Source: an optimization exercise on an open RTL-to-GDS flow (aim: small area, a short achievable clock period and few clock cycles). Production flows keep margins and buffers that such runs may drop.
In this exercise RTL edits were held to simulation tests only and were not proved equivalent to the original.
No activity file was given, so power comes from the tool's default toggle rates.

==> flow/design.v (excerpt) <==
module packet_truncate_ipv4_fixup_unit (
  input  logic        clk_i,
  input  logic        rst_ni,
  input  logic        cfg_we_i,
  input  logic        cfg_idx_i,
  input  logic [15:0] cfg_wdata_i,
  input  logic        s_axis_tvalid,
  output logic        s_axis_tready,
  input  logic [23:0] s_axis_tdata,    
  input  logic        s_axis_tlast,
  output logic        m_axis_tvalid,
  input  logic        m_axis_tready,
  output logic [7:0]  m_axis_tdata,    
  output logic        m_axis_tlast
);
For scale: roughly 1900 cells after synthesis, ~27000 um2 of cells after synthesis.
Settings: LEC_CHECK=0, CAP_MARGIN=20, CORE_MARGIN=2, CORE_UTILIZATION=45, CTS_CLUSTER_DIAMETER=110, CTS_CLUSTER_SIZE=26, PLACE_DENSITY=0.65, SETUP_SLACK_MARGIN=3.1, SLEW_MARGIN=20; clock period 5.5 ns.
run.sh (not shown) runs the stock make flow with config.mk's settings and CLKGATE_MAP_FILE= SYNTH_SCRIPT=/design/flow/synth_recipe.tcl, a recipe that flattens the netlist after the stock synthesis.
Testbench counts at the start, summed over its fixed seeds: cycles 243,794.
Rerun with:
- CORE_UTILIZATION: 45 -> 40
- CTS_CLUSTER_DIAMETER: 110 -> 120
- CTS_CLUSTER_SIZE: 26 -> 30
- PLACE_DENSITY: 0.65 -> 0.6
=> The new run finished clean. Non-clock buffer count is higher by 4. Flip-flop and latch count stays the same. Power is higher by 0.78%. Design area is higher by 0.59%. Die area is higher by 12%. Via count is about the same. Critical path depth is lower by 2. Sequential power is about the same.
Rerun with:
- CORE_UTILIZATION: 40 -> 50
- CTS_CLUSTER_DIAMETER: 120 -> 110
- CTS_CLUSTER_SIZE: 30 -> 26
- PLACE_DENSITY: 0.6 -> 0.75
=>
- power decreases slightly
- setup slack gets worse by 28 ps
- via count grows by a few percent
Rerun with:
- PLACE_DENSITY: 0.75 -> 0.7
- TNS_END_PERCENT: not set -> 50
What happened:
- The new run went through all stages and came out clean
- global-route usage came out higher by 0.11 points
- synthesized area does not change
- combinational power came out higher by about 5%
- first-iteration DRC count came out lower by 9.5%
Rerun with:
- CORE_UTILIZATION: 50 -> 40
- CTS_CLUSTER_DIAMETER: 110 -> not set
- CTS_CLUSTER_SIZE: 26 -> not set
- PLACE_DENSITY: 0.7 -> 0.6
- TNS_END_PERCENT: 50 -> not set
Outcome: The new run finished with timing, DRC and antenna clean. Non-clock buffer count fell by 22. Final cell count grows by 8.9%. Clock power rises by 85%. Sequential share of layout area is lower by 2.5 points. Total power grows by 15%. Count of clock-buffer cells in the layout grows by 50. Maximum frequency came out higher by 3.9%. Sequential power hardly moves. Combinational power is lower by about 4%. Synthesized cell count stays the same.
Rerun with:
- CORE_UTILIZATION: 40 -> 50
- CTS_CLUSTER_DIAMETER: not set -> 110
- CTS_CLUSTER_SIZE: not set -> 26
- PLACE_DENSITY: 0.6 -> 0.65
Via count is lower by 1.6%.
Core utilization rises by 9.3 points.
Setup slack gets worse by 220 ps.
Non-clock buffer count rose by 19.
Total power went down by 14%.
Die area went down by 20%.
Routed wire length fell by 2.4%.
Area after synthesis is unchanged.
Critical path depth is higher by 1.

* * *

run A:
packet_truncate_ipv4_fixup_unit again, from the RTL that the note above started with.
export LEC_CHECK = 0
export CAP_MARGIN = 20
export CORE_MARGIN = 2
export CORE_UTILIZATION = 50
export CTS_CLUSTER_DIAMETER = 120
export CTS_CLUSTER_SIZE = 30
export PLACE_DENSITY = 0.7
export SETUP_SLACK_MARGIN = 3.1
export SLEW_MARGIN = 20
create_clock -name core_clock -period 5.5 [get_ports {clk_i}]
Having completed the whole flow, run A delivered a layout that passed the timing, DRC and antenna checks.
Testbench counts of run A, summed over its fixed seeds: cycles 243,794.
#### Input delta (run B over run A)
# run A
export LEC_CHECK = 0
export CAP_MARGIN = 20
export CORE_MARGIN = 2
export CORE_UTILIZATION = 50
export CTS_CLUSTER_DIAMETER = 120
export CTS_CLUSTER_SIZE = 30
export PLACE_DENSITY = 0.7
export SETUP_SLACK_MARGIN = 3.1
export SLEW_MARGIN = 20
create_clock -name core_clock -period 5.5 [get_ports {clk_i}]
# run B
export LEC_CHECK = 0
export CAP_MARGIN = 20
export CORE_MARGIN = 2
export CORE_UTILIZATION = 60
export CTS_CLUSTER_DIAMETER = 110
export CTS_CLUSTER_SIZE = 26
export PLACE_DENSITY = 0.8
export SETUP_SLACK_MARGIN = 3.1
export SLEW_MARGIN = 20
create_clock -name core_clock -period 5.5 [get_ports {clk_i}]
Results
- Setup WNS run A -> run B: worse
- Compared with run A, cell area in run B decreased slightly.
- Run B went all the way through synthesis, placement and routing and the layout is clean on timing, DRC and antenna.
- Run A went all the way through the flow, and no timing, DRC or antenna check failed.
- met2 routing resource usage after global routing is higher on run B
- Going from run A to run B, the layout overhead on the synthesized area was found to have gone down by 0.48 points.
Modified inputs, run C compared to run B
# run B
export LEC_CHECK = 0
export CAP_MARGIN = 20
export CORE_MARGIN = 2
export CORE_UTILIZATION = 60
export CTS_CLUSTER_DIAMETER = 110
export CTS_CLUSTER_SIZE = 26
export PLACE_DENSITY = 0.8
export SETUP_SLACK_MARGIN = 3.1
export SLEW_MARGIN = 20
create_clock -name core_clock -period 5.5 [get_ports {clk_i}]
# run C
export LEC_CHECK = 0
export CAP_MARGIN = 20
export CORE_MARGIN = 2
export CORE_UTILIZATION = 50
export CTS_CLUSTER_DIAMETER = 110
export CTS_CLUSTER_SIZE = 26
export PLACE_DENSITY = 0.7
export SETUP_SLACK_MARGIN = 2.95
export SLEW_MARGIN = 20
create_clock -name core_clock -period 5.5 [get_ports {clk_i}]
## What came out
Run C against run B; final instance count without filler cells is up by a few percent.
Any difference in power in the clock group between run B and run C is small enough to ignore.
Delta (run C minus run B): part of the cycle the worst path needs went up; worst setup slack fell 0.025 ns; fraction of area in multi-input gates went down by 0.69 points.
Summary — clock power share, run C relative to run B: higher, by 0.5 points.
Re global-route usage: run B and run C aren't equal, and the lower value belongs to run C.
Between run B and run C, the combinational share of power is higher for run B.
In terms of global-route track usage on met3, run B and run C differ only marginally.
| clock skew | run C vs run B | worse |
The following lists how run D was set up differently from run C:
# run C
export LEC_CHECK = 0
export CAP_MARGIN = 20
export CORE_MARGIN = 2
export CORE_UTILIZATION = 50
export CTS_CLUSTER_DIAMETER = 110
export CTS_CLUSTER_SIZE = 26
export PLACE_DENSITY = 0.7
export SETUP_SLACK_MARGIN = 2.95
export SLEW_MARGIN = 20
create_clock -name core_clock -period 5.5 [get_ports {clk_i}]
# run D
export LEC_CHECK = 0
export CAP_MARGIN = 20
export CORE_MARGIN = 2
export CORE_UTILIZATION = 40
export CTS_CLUSTER_DIAMETER = 100
export CTS_CLUSTER_SIZE = 22
export PLACE_DENSITY = 0.6
export SETUP_SLACK_MARGIN = 3.1
export SLEW_MARGIN = 20
create_clock -name core_clock -period 5.5 [get_ports {clk_i}]
Findings:
Run D finished every step from synthesis to the final layout, and the layout passed the timing, DRC and antenna checks. From run C to run D the numbers moved as follows: area growth from synthesis to layout saw an increase; total design power shows an increase of 4.9%; post-placement cell area shows an increase of 330 um2. The reported leakage power of run D exceeds that of run C by 1.2%. Delta (run D minus run C): core utilization fell by 11 points; clock group total power has increased. Between run D and run C, the setup slack is higher for run D. In run D relative to run C, clock buffer count in the final layout had gone down by more than 10%. When run D is measured against run C, its flip-flop and latch share of the layout cell area turns out 1.2 points lower. Sort run D and run C by wire length asc -> top: run C. Compared with run C, run D shows power dissipated by switching net loads that has gone up by a few percent.

## static timing again, ports no longer ideal
No port has a modelled driver above. Below, the same layouts with a new extraction and two added sets of constraints.
Step 1 (the two cells are an assumption about what drives the block):
set clk [get_ports {clk_i}]
set_driving_cell -lib_cell sky130_fd_sc_hd__clkbuf_16 $clk
set_driving_cell -lib_cell sky130_fd_sc_hd__buf_2 [delete_from_list [all_inputs] $clk]
Step 2 adds t to the input delays and takes it off the output delays; t is the mean of the earliest and latest rising clock arrival at the registers after step 1. Input paths then give back, and output paths get back, about the clock's delay inside the block.
Slacks: ideal / step 1 / step 2; pairs: ideal / step 1.
run | t, ns | setup slack, ns | worst hold slack (ns) | worst slew at a driven data input, ns
the first run of note 1 | 0.671 | 3.047 / 3.047 / 2.506 | 0.468 / 0.428 / 0.490 | 0.12
the second run of note 1 | 0.659 | 3.043 / 3.035 / 2.514 | 0.502 / 0.502 / 0.502 | 0.15
the third run of note 1 | 0.678 | 3.015 / 3.015 / 2.565 | 0.490 / 0.490 / 0.490 | 0.07
the fourth run of note 1 | 0.677 | 2.981 / 2.918 / 2.383 | 0.489 / 0.489 / 0.489 | 0.13
the fifth run of note 1 | 0.673 | 3.075 / 3.067 / 2.484 | 0.485 / 0.485 / 0.485 | 0.15
the sixth run of note 1 | 0.675 | 2.855 / 2.855 / 2.470 | 0.498 / 0.498 / 0.498 | 0.07
run A | 0.647 | 3.096 / 3.091 / 2.499 | 0.494 / 0.494 / 0.494 | 0.05
run B | 0.676 | 2.958 / 2.958 / 2.507 | 0.490 / 0.490 / 0.490 | 0.07
run C | 0.678 | 2.933 / 2.938 / 2.279 | 0.488 / 0.488 / 0.488 | 0.06
run D | 0.651 | 2.979 / 2.979 / 2.571 | 0.495 / 0.495 / 0.495 | 0.15
After both steps setup and hold are still met in every run listed. The setup slack of run C, which loses most, moves by +0.005 ns with the drivers and by -0.654 ns with both steps.
